Source: an optimization exercise on an open RTL-to-GDS flow (aim: small area and a short achievable clock period). Production flows keep margins and buffers that such runs may drop. At most, simulation tests tie the RTL to the original design; equivalence was not proved. Power and IR drop assume default switching activity.

==> try-raven <==
==> flow/design.v <==
package qu_pkg;
    localparam int instr_w = 32;
    localparam int pc_w = 32;
    localparam int arch_regs = 32;
    localparam int num_pregs = 48;
    localparam int preg_w = $clog2(num_pregs);
    localparam logic [6:0] opc_op = 7'b0110011;
    localparam logic [6:0] opc_op_imm = 7'b0010011;
    localparam logic [6:0] opc_lui = 7'b0110111;
    localparam logic [6:0] funct7_base = 7'b0000000;
    localparam logic [6:0] funct7_alt = 7'b0100000;
    localparam logic [1:0] kind_none = 2'b00;
    localparam logic [1:0] kind_op = 2'b01;
    localparam logic [1:0] kind_opi = 2'b10;
    localparam logic [1:0] kind_lui = 2'b11;
    localparam int rs_entry_w = 174;
endpackage
module qu_front_end (
    input  logic                          clk,
    input  logic                          rst_n,
    input  logic                          redirect,
    input  logic [qu_pkg::pc_w-1:0]       redirect_pc,
    output logic [qu_pkg::pc_w-1:0]       imem_addr,
    input  logic [qu_pkg::instr_w-1:0]    imem_data,
    output logic [qu_pkg::preg_w-1:0]     rf_rd1_addr,
    output logic [qu_pkg::preg_w-1:0]     rf_rd2_addr,
    input  logic [qu_pkg::instr_w-1:0]    rf_rd1_data,
    input  logic [qu_pkg::instr_w-1:0]    rf_rd2_data,
    input  logic                          wb_valid,
    input  logic [qu_pkg::preg_w-1:0]     wb_preg,
    input  logic                          free_valid,
    input  logic [qu_pkg::preg_w-1:0]     free_preg,
    input  logic                          rs_credit,
    output logic                          rs_valid,
    output logic [qu_pkg::rs_entry_w-1:0] rs_entry
);
    localparam int np = qu_pkg::num_pregs;
    logic [31:0] pc;
    logic [6:0]  fd_opc;
    logic [2:0]  fd_f3;
    logic        fd_base;
    logic        fd_alt;
    logic        fd_op;
    logic        fd_opi;
    logic        fd_lui;
    logic [1:0]  fd_kind;
    assign imem_addr = pc;
    assign fd_opc = imem_data[6:0];
    assign fd_f3 = imem_data[14:12];
    assign fd_base = (imem_data[31:25] == qu_pkg::funct7_base);
    assign fd_alt = (imem_data[31:25] == qu_pkg::funct7_alt);
    assign fd_op = (fd_opc == qu_pkg::opc_op)
                   && (fd_base || (fd_alt && (fd_f3 == 3'b000 || fd_f3 == 3'b101)));
    assign fd_opi = (fd_opc == qu_pkg::opc_op_imm)
                    && ((fd_f3 == 3'b001) ? fd_base : (fd_f3 == 3'b101) ? (fd_base || fd_alt) : 1'b1);
    assign fd_lui = (fd_opc == qu_pkg::opc_lui);
    assign fd_kind = (imem_data[11:7] == 5'd0) ? qu_pkg::kind_none
                   : {fd_opi || fd_lui, fd_op || fd_lui};
    logic [3:0]  f_v;
    logic [1:0]  f_rp;
    logic [26:0] f_mem [4];
    logic [26:0] f_head;
    logic        f_full;
    logic        f_empty;
    logic        f_push;
    logic        f_pop;
    logic        f_proper;
    logic        f_borrow;
    logic [31:0] f_head_pc;
    assign f_full = &f_v;
    assign f_empty = ~|f_v;
    assign f_push = !f_full && !redirect;
    assign f_head = f_mem[f_rp];
    assign f_proper = |f_head[26:25];
    assign f_borrow = f_full || (f_rp > pc[3:2]);
    assign f_head_pc = {pc[31:4] - 28'(f_borrow), f_rp, pc[1:0]};
    always_ff @(posedge clk) begin
        if (f_push) begin
            f_mem[pc[3:2]] <= {fd_kind, imem_data[31:7]};
        end
    end
    logic [2:0]  d_cnt;
    logic [1:0]  d_wp;
    logic [1:0]  d_rp;
    logic [41:0] d_mem [4];
    logic [41:0] d_rest;
    logic [16:0] h_f;
    logic [16:0] b_f [3];
    logic [2:0]  b_wp;
    logic [2:0]  b_rp;
    logic [16:0] b_head;
    logic [16:0] d_in_f;
    logic [41:0] d_in_rest;
    logic        d_full;
    logic        d_empty;
    logic        d_push;
    logic        d_many;
    logic        d_one;
    assign d_full = (d_cnt == 3'd4);
    assign d_empty = (d_cnt == 3'd0);
    assign d_one = (d_cnt == 3'd1);
    assign d_many = !d_empty && !d_one;
    assign d_rest = d_mem[d_rp];
    assign b_head = ({17{b_rp[0]}} & b_f[0]) | ({17{b_rp[1]}} & b_f[1]) | ({17{b_rp[2]}} & b_f[2]);
    assign d_in_f = {f_head[26:25], f_head[17:8], f_head[4:0]};
    assign d_in_rest = {f_head_pc, f_head[24:18], f_head[7:5]};
    assign f_pop = !f_empty && (!d_full || !f_proper);
    assign d_push = !f_empty && !d_full && f_proper;
    always_ff @(posedge clk or negedge rst_n) begin
        if (!rst_n) begin
            pc <= '0;
            f_v <= '0;
            f_rp <= '0;
        end else if (redirect) begin
            pc <= redirect_pc;
            f_v <= '0;
            f_rp <= redirect_pc[3:2];
        end else begin
            if (f_push) begin
                pc <= pc + 32'd4;
                f_v[pc[3:2]] <= 1'b1;
            end
            if (f_pop) begin
                f_v[f_rp] <= 1'b0;
                f_rp <= f_rp + 2'd1;
            end
        end
    end
    always_ff @(posedge clk) begin
        if (d_push) begin
            d_mem[d_wp] <= d_in_rest;
        end
    end
    logic h_load;
    logic h_from_b;
    logic b_push;
    logic b_pop;
    assign h_from_b = take && d_many;
    assign h_load = h_from_b || (d_push && (d_empty || (take && d_one)));
    assign b_push = d_push && !d_empty && !(take && d_one);
    assign b_pop = h_from_b;
    always_ff @(posedge clk) begin
        if (h_load) begin
            h_f <= h_from_b ? b_head : d_in_f;
        end
        for (int i = 0; i < 3; i++) begin
            if (b_push && b_wp[i]) begin
                b_f[i] <= d_in_f;
            end
        end
    end
    logic [1:0]  h_kind;
    logic [4:0]  h_rd;
    logic [4:0]  h_rs1;
    logic [4:0]  h_rs2;
    logic [5:0]  rat [1:31];
    logic [np-1:0] free_map;
    logic [np-1:1] busy;
    logic [5:0]  alloc;
    logic        any_free;
    logic        take;
    logic        drain;
    logic [5:0]  old_p;
    logic [5:0]  src1_p;
    logic [5:0]  src2_p;
    assign h_kind = h_f[16:15];
    assign h_rs2 = h_f[14:10];
    assign h_rs1 = h_f[9:5];
    assign h_rd = h_f[4:0];
    always_comb begin
        alloc = '0;
        for (int i = np - 1; i >= 0; i--) begin
            if (free_map[i]) begin
                alloc = 6'(i);
            end
        end
    end
    logic [5:0] rat_full [32];
    always_comb begin
        rat_full[0] = 6'd0;
        for (int i = 1; i < 32; i++) begin
            rat_full[i] = rat[i];
        end
    end
    assign old_p = rat_full[h_rd];
    assign src1_p = (h_kind == qu_pkg::kind_lui) ? 6'd0 : rat_full[h_rs1];
    assign src2_p = (h_kind == qu_pkg::kind_op) ? rat_full[h_rs2] : 6'd0;
    assign any_free = |free_map;
    logic        m_v;
    logic [58:0] m_op;
    logic [5:0]  m_rd_p;
    logic [5:0]  m_old_p;
    logic [5:0]  m_src1_p;
    logic [5:0]  m_src2_p;
    logic        m_acc;
    assign m_acc = !m_v || drain;
    assign take = !d_empty && any_free && m_acc;
    always_ff @(posedge clk or negedge rst_n) begin
        if (!rst_n) begin
            d_cnt <= '0;
            d_wp <= '0;
            d_rp <= '0;
            b_wp <= 3'b001;
            b_rp <= 3'b001;
            m_v <= 1'b0;
        end else begin
            d_cnt <= d_cnt + 3'(d_push) - 3'(take);
            if (d_push) begin
                d_wp <= d_wp + 2'd1;
            end
            if (take) begin
                d_rp <= d_rp + 2'd1;
            end
            if (b_push) begin
                b_wp <= {b_wp[1:0], b_wp[2]};
            end
            if (b_pop) begin
                b_rp <= {b_rp[1:0], b_rp[2]};
            end
            if (m_acc) begin
                m_v <= take;
            end
        end
    end
    always_ff @(posedge clk or negedge rst_n) begin
        if (!rst_n) begin
            for (int i = 1; i < 32; i++) begin
                rat[i] <= 6'(i);
            end
        end else if (take) begin
            for (int i = 1; i < 32; i++) begin
                if (h_rd == 5'(i)) begin
                    rat[i] <= alloc;
                end
            end
        end
    end
    always_ff @(posedge clk or negedge rst_n) begin
        if (!rst_n) begin
            for (int i = 0; i < np; i++) begin
                free_map[i] <= (i >= qu_pkg::arch_regs);
            end
        end else begin
            if (take) begin
                free_map[alloc] <= 1'b0;
            end
            if (free_valid) begin
                free_map[free_preg] <= 1'b1;
            end
        end
    end
    always_ff @(posedge clk or negedge rst_n) begin
        if (!rst_n) begin
            busy <= '0;
        end else begin
            for (int i = 1; i < np; i++) begin
                if (wb_valid && wb_preg == 6'(i)) begin
                    busy[i] <= 1'b0;
                end
                if (take && alloc == 6'(i)) begin
                    busy[i] <= 1'b1;
                end
            end
        end
    end
    always_ff @(posedge clk) begin
        if (m_acc) begin
            m_op <= {d_rest[41:10], h_f[16:15], d_rest[9:3], h_f[14:5], d_rest[2:0], h_f[4:0]};
            m_rd_p <= alloc;
            m_old_p <= old_p;
            m_src1_p <= src1_p;
            m_src2_p <= src2_p;
        end
    end
    logic [2:0]  credits;
    logic        busy1;
    logic        busy2;
    logic        rdy1;
    logic        rdy2;
    logic [np-1:0] busy_all;
    assign busy_all = {busy, 1'b0};
    assign rf_rd1_addr = m_src1_p;
    assign rf_rd2_addr = m_src2_p;
    assign drain = m_v && (credits != 3'd0);
    assign busy1 = busy_all[m_src1_p];
    assign busy2 = busy_all[m_src2_p];
    assign rdy1 = !busy1 || (wb_valid && wb_preg == m_src1_p);
    assign rdy2 = !busy2 || (wb_valid && wb_preg == m_src2_p);
    always_ff @(posedge clk or negedge rst_n) begin
        if (!rst_n) begin
            credits <= 3'd6;
            rs_valid <= 1'b0;
        end else begin
            credits <= credits - 3'(drain) + 3'(rs_credit);
            rs_valid <= drain;
        end
    end
    logic [58:0] r_op;
    logic [5:0]  r_rd_p;
    logic [5:0]  r_old_p;
    logic [5:0]  r_src1_p;
    logic [5:0]  r_src2_p;
    logic        r_rdy1;
    logic        r_rdy2;
    logic [31:0] r_val1;
    logic [31:0] r_val2;
    always_ff @(posedge clk) begin
        r_op <= m_op;
        r_rd_p <= m_rd_p;
        r_old_p <= m_old_p;
        r_src1_p <= m_src1_p;
        r_src2_p <= m_src2_p;
        r_rdy1 <= rdy1;
        r_rdy2 <= rdy2;
        r_val1 <= rdy1 ? rf_rd1_data : 32'd0;
        r_val2 <= rdy2 ? rf_rd2_data : 32'd0;
    end
    logic [1:0]  o_kind;
    logic [31:7] o_ins;
    logic        o_lui;
    logic        o_op;
    logic [2:0]  o_f3;
    logic        o_alt;
    logic [3:0]  o_alu;
    assign o_kind = r_op[26:25];
    assign o_ins = r_op[24:0];
    assign o_lui = (o_kind == qu_pkg::kind_lui);
    assign o_op = (o_kind == qu_pkg::kind_op);
    assign o_f3 = o_ins[14:12];
    assign o_alt = o_ins[30] && (o_op || o_f3 == 3'b101);
    always_comb begin
        case (o_f3)
            3'b000: o_alu = o_alt ? 4'd1 : 4'd0;
            3'b001: o_alu = 4'd2;
            3'b010: o_alu = 4'd3;
            3'b011: o_alu = 4'd4;
            3'b100: o_alu = 4'd5;
            3'b101: o_alu = o_alt ? 4'd7 : 4'd6;
            3'b110: o_alu = 4'd8;
            default: o_alu = 4'd9;
        endcase
        if (o_lui) begin
            o_alu = 4'd10;
        end
    end
    assign rs_entry = {
        r_op[58:27],
        o_alu,
        o_ins[11:7],
        o_lui ? 5'd0 : o_ins[19:15],
        o_op ? o_ins[24:20] : 5'd0,
        !o_op,
        o_lui ? {o_ins[31:12], 12'd0} : {{20{o_ins[31]}}, o_ins[31:20]},
        r_rd_p,
        r_old_p,
        r_src1_p,
        r_src2_p,
        r_rdy1,
        r_val1,
        r_rdy2,
        r_val2
    };
endmodule
==> flow/run.sh <==
#!/bin/bash
# synth_recipe.tcl (not shown) runs the flow's synth.tcl, then flattens the netlist and writes it again
# the make line also repeats each setting of config.mk as NAME=value (left out here)
make -C /OpenROAD-flow-scripts/flow DESIGN_CONFIG=/design/flow/config.mk WORK_HOME=/design/flow/orfs CLKGATE_MAP_FILE= SYNTH_SCRIPT=/design/flow/synth_recipe.tcl finish
==> flow/config.mk <==
export PLATFORM = sky130hd
export DESIGN_NAME = qu_front_end
export DESIGN_NICKNAME = qu_front_end
export VERILOG_FILES = /design/flow/design.v
export SDC_FILE = /design/flow/constraint.sdc
export NUM_CORES = 4
export LEC_CHECK = 0
export CAP_MARGIN = 20
export CORE_MARGIN = 2
export CORE_UTILIZATION = 40
export SETUP_SLACK_MARGIN = 2.0
export SLEW_MARGIN = 20
==> flow/constraint.sdc <==
create_clock -name core_clock -period 5.0 [get_ports {clk}]
set_input_delay 1.0000 -clock core_clock [delete_from_list [all_inputs] [get_ports {clk}]]
set_output_delay 1.0000 -clock core_clock [all_outputs]
set_load 0.01 [all_outputs]
==> try-fjord (differences from try-raven) <==
==> flow/design.v, changed modules only <==
module qu_front_end (
    input  logic                          clk,
    input  logic                          rst_n,
    input  logic                          redirect,
    input  logic [qu_pkg::pc_w-1:0]       redirect_pc,
    output logic [qu_pkg::pc_w-1:0]       imem_addr,
    input  logic [qu_pkg::instr_w-1:0]    imem_data,
    output logic [qu_pkg::preg_w-1:0]     rf_rd1_addr,
    output logic [qu_pkg::preg_w-1:0]     rf_rd2_addr,
    input  logic [qu_pkg::instr_w-1:0]    rf_rd1_data,
    input  logic [qu_pkg::instr_w-1:0]    rf_rd2_data,
    input  logic                          wb_valid,
    input  logic [qu_pkg::preg_w-1:0]     wb_preg,
    input  logic                          free_valid,
    input  logic [qu_pkg::preg_w-1:0]     free_preg,
    input  logic                          rs_credit,
    output logic                          rs_valid,
    output logic [qu_pkg::rs_entry_w-1:0] rs_entry
);
    localparam int np = qu_pkg::num_pregs;
    logic [31:0] pc;
    logic [6:0]  fd_opc;
    logic [2:0]  fd_f3;
    logic        fd_base;
    logic        fd_alt;
    logic        fd_op;
    logic        fd_opi;
    logic        fd_lui;
    logic [1:0]  fd_kind;
    assign imem_addr = pc;
    assign fd_opc = imem_data[6:0];
    assign fd_f3 = imem_data[14:12];
    assign fd_base = (imem_data[31:25] == qu_pkg::funct7_base);
    assign fd_alt = (imem_data[31:25] == qu_pkg::funct7_alt);
    assign fd_op = (fd_opc == qu_pkg::opc_op)
                   && (fd_base || (fd_alt && (fd_f3 == 3'b000 || fd_f3 == 3'b101)));
    assign fd_opi = (fd_opc == qu_pkg::opc_op_imm)
                    && ((fd_f3 == 3'b001) ? fd_base : (fd_f3 == 3'b101) ? (fd_base || fd_alt) : 1'b1);
    assign fd_lui = (fd_opc == qu_pkg::opc_lui);
    assign fd_kind = (imem_data[11:7] == 5'd0) ? qu_pkg::kind_none
                   : {fd_opi || fd_lui, fd_op || fd_lui};
    logic [3:0]  f_v;
    logic [1:0]  f_rp;
    logic [26:0] f_mem [4];
    logic [26:0] f_head;
    logic        f_full;
    logic        f_empty;
    logic        f_push;
    logic        f_pop;
    logic        f_proper;
    logic        f_borrow;
    logic [31:0] f_head_pc;
    assign f_full = &f_v;
    assign f_empty = ~|f_v;
    assign f_push = !f_full && !redirect;
    assign f_head = f_mem[f_rp];
    assign f_proper = |f_head[26:25];
    assign f_borrow = f_full || (f_rp > pc[3:2]);
    assign f_head_pc = {pc[31:4] - 28'(f_borrow), f_rp, pc[1:0]};
    always_ff @(posedge clk) begin
        if (f_push) begin
            f_mem[pc[3:2]] <= {fd_kind, imem_data[31:7]};
        end
    end
    logic [3:0]  d_v;
    logic [1:0]  d_wp;
    logic [1:0]  d_rp;
    logic [58:0] d_mem [4];
    logic [58:0] d_head;
    logic        d_full;
    logic        d_empty;
    logic        d_push;
    assign d_full = &d_v;
    assign d_empty = ~|d_v;
    assign d_head = d_mem[d_rp];
    assign f_pop = !f_empty && (!d_full || !f_proper);
    assign d_push = !f_empty && !d_full && f_proper;
    always_ff @(posedge clk or negedge rst_n) begin
        if (!rst_n) begin
            pc <= '0;
            f_v <= '0;
            f_rp <= '0;
        end else if (redirect) begin
            pc <= redirect_pc;
            f_v <= '0;
            f_rp <= redirect_pc[3:2];
        end else begin
            if (f_push) begin
                pc <= pc + 32'd4;
                f_v[pc[3:2]] <= 1'b1;
            end
            if (f_pop) begin
                f_v[f_rp] <= 1'b0;
                f_rp <= f_rp + 2'd1;
            end
        end
    end
    always_ff @(posedge clk) begin
        if (d_push) begin
            d_mem[d_wp] <= {f_head_pc, f_head};
        end
    end
    logic [1:0]  h_kind;
    logic [4:0]  h_rd;
    logic [4:0]  h_rs1;
    logic [4:0]  h_rs2;
    logic [5:0]  rat [1:31];
    logic [np-1:0] free_map;
    logic [np-1:1] busy;
    logic [5:0]  alloc;
    logic        any_free;
    logic        take;
    logic        drain;
    logic [5:0]  old_p;
    logic [5:0]  src1_p;
    logic [5:0]  src2_p;
    assign h_kind = d_head[26:25];
    assign h_rd = d_head[4:0];
    assign h_rs1 = d_head[12:8];
    assign h_rs2 = d_head[17:13];
    always_comb begin
        alloc = '0;
        for (int i = np - 1; i >= 0; i--) begin
            if (free_map[i]) begin
                alloc = 6'(i);
            end
        end
    end
    function automatic logic [5:0] rat_read(input logic [4:0] a);
        logic [5:0] r;
        r = '0;
        for (int i = 1; i < 32; i++) begin
            if (a == 5'(i)) begin
                r = rat[i];
            end
        end
        rat_read = r;
    endfunction
    assign old_p = rat_read(h_rd);
    assign src1_p = (h_kind == qu_pkg::kind_lui) ? 6'd0 : rat_read(h_rs1);
    assign src2_p = (h_kind == qu_pkg::kind_op) ? rat_read(h_rs2) : 6'd0;
    assign any_free = |free_map;
    logic        m_v;
    logic [58:0] m_op;
    logic [5:0]  m_rd_p;
    logic [5:0]  m_old_p;
    logic [5:0]  m_src1_p;
    logic [5:0]  m_src2_p;
    logic        m_acc;
    assign m_acc = !m_v || drain;
    assign take = !d_empty && any_free && m_acc;
    always_ff @(posedge clk or negedge rst_n) begin
        if (!rst_n) begin
            d_v <= '0;
            d_wp <= '0;
            d_rp <= '0;
            m_v <= 1'b0;
        end else begin
            if (d_push) begin
                d_v[d_wp] <= 1'b1;
                d_wp <= d_wp + 2'd1;
            end
            if (take) begin
                d_v[d_rp] <= 1'b0;
                d_rp <= d_rp + 2'd1;
            end
            if (m_acc) begin
                m_v <= take;
            end
        end
    end
    always_ff @(posedge clk or negedge rst_n) begin
        if (!rst_n) begin
            for (int i = 1; i < 32; i++) begin
                rat[i] <= 6'(i);
            end
        end else if (take) begin
            for (int i = 1; i < 32; i++) begin
                if (h_rd == 5'(i)) begin
                    rat[i] <= alloc;
                end
            end
        end
    end
    always_ff @(posedge clk or negedge rst_n) begin
        if (!rst_n) begin
            for (int i = 0; i < np; i++) begin
                free_map[i] <= (i >= qu_pkg::arch_regs);
            end
        end else begin
            if (take) begin
                free_map[alloc] <= 1'b0;
            end
            if (free_valid) begin
                free_map[free_preg] <= 1'b1;
            end
        end
    end
    always_ff @(posedge clk or negedge rst_n) begin
        if (!rst_n) begin
            busy <= '0;
        end else begin
            for (int i = 1; i < np; i++) begin
                if (wb_valid && wb_preg == 6'(i)) begin
                    busy[i] <= 1'b0;
                end
                if (take && alloc == 6'(i)) begin
                    busy[i] <= 1'b1;
                end
            end
        end
    end
    always_ff @(posedge clk) begin
        if (m_acc) begin
            m_op <= d_head;
            m_rd_p <= alloc;
            m_old_p <= old_p;
            m_src1_p <= src1_p;
            m_src2_p <= src2_p;
        end
    end
    logic [2:0]  credits;
    logic        busy1;
    logic        busy2;
    logic        rdy1;
    logic        rdy2;
    logic [np-1:0] busy_all;
    assign busy_all = {busy, 1'b0};
    assign rf_rd1_addr = m_src1_p;
    assign rf_rd2_addr = m_src2_p;
    assign drain = m_v && (credits != 3'd0);
    assign busy1 = busy_all[m_src1_p];
    assign busy2 = busy_all[m_src2_p];
    assign rdy1 = !busy1 || (wb_valid && wb_preg == m_src1_p);
    assign rdy2 = !busy2 || (wb_valid && wb_preg == m_src2_p);
    always_ff @(posedge clk or negedge rst_n) begin
        if (!rst_n) begin
            credits <= 3'd6;
            rs_valid <= 1'b0;
        end else begin
            credits <= credits - 3'(drain) + 3'(rs_credit);
            rs_valid <= drain;
        end
    end
    logic [58:0] r_op;
    logic [5:0]  r_rd_p;
    logic [5:0]  r_old_p;
    logic [5:0]  r_src1_p;
    logic [5:0]  r_src2_p;
    logic        r_rdy1;
    logic        r_rdy2;
    logic [31:0] r_val1;
    logic [31:0] r_val2;
    always_ff @(posedge clk) begin
        r_op <= m_op;
        r_rd_p <= m_rd_p;
        r_old_p <= m_old_p;
        r_src1_p <= m_src1_p;
        r_src2_p <= m_src2_p;
        r_rdy1 <= rdy1;
        r_rdy2 <= rdy2;
        r_val1 <= rdy1 ? rf_rd1_data : 32'd0;
        r_val2 <= rdy2 ? rf_rd2_data : 32'd0;
    end
    logic [1:0]  o_kind;
    logic [31:7] o_ins;
    logic        o_lui;
    logic        o_op;
    logic [2:0]  o_f3;
    logic        o_alt;
    logic [3:0]  o_alu;
    assign o_kind = r_op[26:25];
    assign o_ins = r_op[24:0];
    assign o_lui = (o_kind == qu_pkg::kind_lui);
    assign o_op = (o_kind == qu_pkg::kind_op);
    assign o_f3 = o_ins[14:12];
    assign o_alt = o_ins[30] && (o_op || o_f3 == 3'b101);
    always_comb begin
        case (o_f3)
            3'b000: o_alu = o_alt ? 4'd1 : 4'd0;
            3'b001: o_alu = 4'd2;
            3'b010: o_alu = 4'd3;
            3'b011: o_alu = 4'd4;
            3'b100: o_alu = 4'd5;
            3'b101: o_alu = o_alt ? 4'd7 : 4'd6;
            3'b110: o_alu = 4'd8;
            default: o_alu = 4'd9;
        endcase
        if (o_lui) begin
            o_alu = 4'd10;
        end
    end
    assign rs_entry = {
        r_op[58:27],
        o_alu,
        o_ins[11:7],
        o_lui ? 5'd0 : o_ins[19:15],
        o_op ? o_ins[24:20] : 5'd0,
        !o_op,
        o_lui ? {o_ins[31:12], 12'd0} : {{20{o_ins[31]}}, o_ins[31:20]},
        r_rd_p,
        r_old_p,
        r_src1_p,
        r_src2_p,
        r_rdy1,
        r_val1,
        r_rdy2,
        r_val2
    };
endmodule
ABC_CLOCK_PERIOD_IN_PS = 2000   (was default)
CORE_UTILIZATION = 60   (was 40)
SETUP_SLACK_MARGIN = 3.0   (was 2.0)
==> try-cedar (differences from try-raven) <==
--- a/flow/design.v
+++ b/flow/design.v
@@ -136,15 +136,15 @@
     logic b_push;
     logic b_pop;
     assign h_from_b = take && d_many;
-    assign h_load = h_from_b || (d_push && (d_empty || (take && d_one)));
+    assign h_load = take || d_empty;
     assign b_push = d_push && !d_empty && !(take && d_one);
     assign b_pop = h_from_b;
     always_ff @(posedge clk) begin
         if (h_load) begin
-            h_f <= h_from_b ? b_head : d_in_f;
+            h_f <= d_many ? b_head : d_in_f;
         end
         for (int i = 0; i < 3; i++) begin
-            if (b_push && b_wp[i]) begin
+            if (d_push && b_wp[i]) begin
                 b_f[i] <= d_in_f;
             end
         end
@@ -163,16 +163,22 @@
     logic [5:0]  old_p;
     logic [5:0]  src1_p;
     logic [5:0]  src2_p;
+    logic        cred_nz;
     assign h_kind = h_f[16:15];
     assign h_rs2 = h_f[14:10];
     assign h_rs1 = h_f[9:5];
     assign h_rd = h_f[4:0];
+    logic [np-1:0] free_below;
+    logic [np-1:0] lowest;
     always_comb begin
+        free_below[0] = 1'b0;
+        for (int i = 1; i < np; i++) begin
+            free_below[i] = |(free_map & ((np'(1) << i) - np'(1)));
+        end
+        lowest = free_map & ~free_below;
         alloc = '0;
-        for (int i = np - 1; i >= 0; i--) begin
-            if (free_map[i]) begin
-                alloc = 6'(i);
-            end
+        for (int i = 0; i < np; i++) begin
+            alloc = alloc | ({6{lowest[i]}} & 6'(i));
         end
     end
     logic [5:0] rat_full [32];
@@ -193,8 +199,10 @@
     logic [5:0]  m_src1_p;
     logic [5:0]  m_src2_p;
     logic        m_acc;
-    assign m_acc = !m_v || drain;
-    assign take = !d_empty && any_free && m_acc;
+    logic want;
+    assign m_acc = !m_v || cred_nz;
+    assign want = !d_empty && m_acc;
+    assign take = want && any_free;
     always_ff @(posedge clk or negedge rst_n) begin
         if (!rst_n) begin
             d_cnt <= '0;
@@ -241,11 +249,13 @@
                 free_map[i] <= (i >= qu_pkg::arch_regs);
             end
         end else begin
-            if (take) begin
-                free_map[alloc] <= 1'b0;
-            end
-            if (free_valid) begin
-                free_map[free_preg] <= 1'b1;
+            for (int i = 0; i < np; i++) begin
+                if (want && lowest[i]) begin
+                    free_map[i] <= 1'b0;
+                end
+                if (free_valid && free_preg == 6'(i)) begin
+                    free_map[i] <= 1'b1;
+                end
             end
         end
     end
@@ -257,7 +267,7 @@
                 if (wb_valid && wb_preg == 6'(i)) begin
                     busy[i] <= 1'b0;
                 end
-                if (take && alloc == 6'(i)) begin
+                if (want && lowest[i]) begin
                     busy[i] <= 1'b1;
                 end
             end
@@ -278,10 +288,12 @@
     logic        rdy1;
     logic        rdy2;
     logic [np-1:0] busy_all;
+    logic [2:0]  credits_nx;
+    assign credits_nx = credits - 3'(drain) + 3'(rs_credit);
     assign busy_all = {busy, 1'b0};
     assign rf_rd1_addr = m_src1_p;
     assign rf_rd2_addr = m_src2_p;
-    assign drain = m_v && (credits != 3'd0);
+    assign drain = m_v && cred_nz;
     assign busy1 = busy_all[m_src1_p];
     assign busy2 = busy_all[m_src2_p];
     assign rdy1 = !busy1 || (wb_valid && wb_preg == m_src1_p);
@@ -289,9 +301,11 @@
     always_ff @(posedge clk or negedge rst_n) begin
         if (!rst_n) begin
             credits <= 3'd6;
+            cred_nz <= 1'b1;
             rs_valid <= 1'b0;
         end else begin
-            credits <= credits - 3'(drain) + 3'(rs_credit);
+            credits <= credits_nx;
+            cred_nz <= (credits_nx != 3'd0);
             rs_valid <= drain;
         end
     end
SETUP_SLACK_MARGIN = 2.1   (was 2.0)
==> results.py <==
metrics = {
    "synth": {
        "yosysUniqueCellTypes": 76,
        "syn_avg_cell_area_um2": 12.3,
    },
    "layout": {
        "signal_buffers": 559,
    },
    "timing": {
        "finClkSkew_ns": 0.0279,
    },
    "power": {
        "p_seq_mw": 12.2,
        "power_density_nw_per_um2": 607,
    },
    "run_status": {
        "outcome": "complete, no violations",
    },
}
# the run above: try-raven

==> results.py <==
metrics = {
    "timing": {
        "finClkSkew_ns": 0.0336,
    },
    "synth": {
        "synth_nets": 3387,
        "yosysUniqueCellTypes": 76,
    },
    "power": {
        "p_seq_mw": 13.1,
        "power_density_nw_per_um2": 665,
    },
    "critical_path": {
        "worst_r2r_endpoint": "d_cnt[2]",
    },
    "run_status": {
        "outcome": "complete, no violations",
    },
    "layout": {
        "signal_buffers": 549,
    },
}
# the run above: try-cedar

==> results.py <==
metrics = {
    "run_status": {
        "stop_stage": "global routing",
        "tool.error": "[ERROR GRT-0116] Global routing finished with congestion. Check the congestion regions in the DRC Viewer.",
        "outcome": "aborted with a tool error",
    },
    "floorplan": {
        "die_x_um": 268,
    },
    "synth": {
        "yosysUniqueCellTypes": 98,
        "syn_avg_cell_area_um2": 11.6,
    },
}
# the run above: try-fjord

The RTL of try-raven and try-cedar was laid out without a check of its function.

## static timing again, ports no longer ideal
The flow's constraints put no driver on any port. The routed layouts listed below were extracted and timed again, unchanged, in two steps.
Step 1 (the two cells are an assumption about what drives the block):
set clk [get_ports {clk}]
set_driving_cell -lib_cell sky130_fd_sc_hd__clkbuf_16 $clk
set_driving_cell -lib_cell sky130_fd_sc_hd__buf_2 [delete_from_list [all_inputs] $clk]
Step 2, shift: input delay + t, output delay - t, t = (earliest + latest rising clock arrival at the registers) / 2. This alone moves slack from input paths to output paths.
Three values: ideal, step 1, step 2; two values: the first two.
run | t, ns | slack for setup (ns) | clock arrival spread, ns | worst register clock-pin slew, ns | pins driven straight from the clock port
try-raven | 0.750 | 1.645 / 1.645 / 1.251 | 0.032 / 0.031 | 0.07 / 0.07 | 1
try-cedar | 0.753 | 1.751 / 1.751 / 1.687 | 0.036 / 0.036 | 0.06 / 0.06 | 1
After both steps setup and hold are still met in every run listed. For try-raven, which loses most, drivers alone change the setup slack by 0.000 ns; drivers and shift together by -0.394 ns.
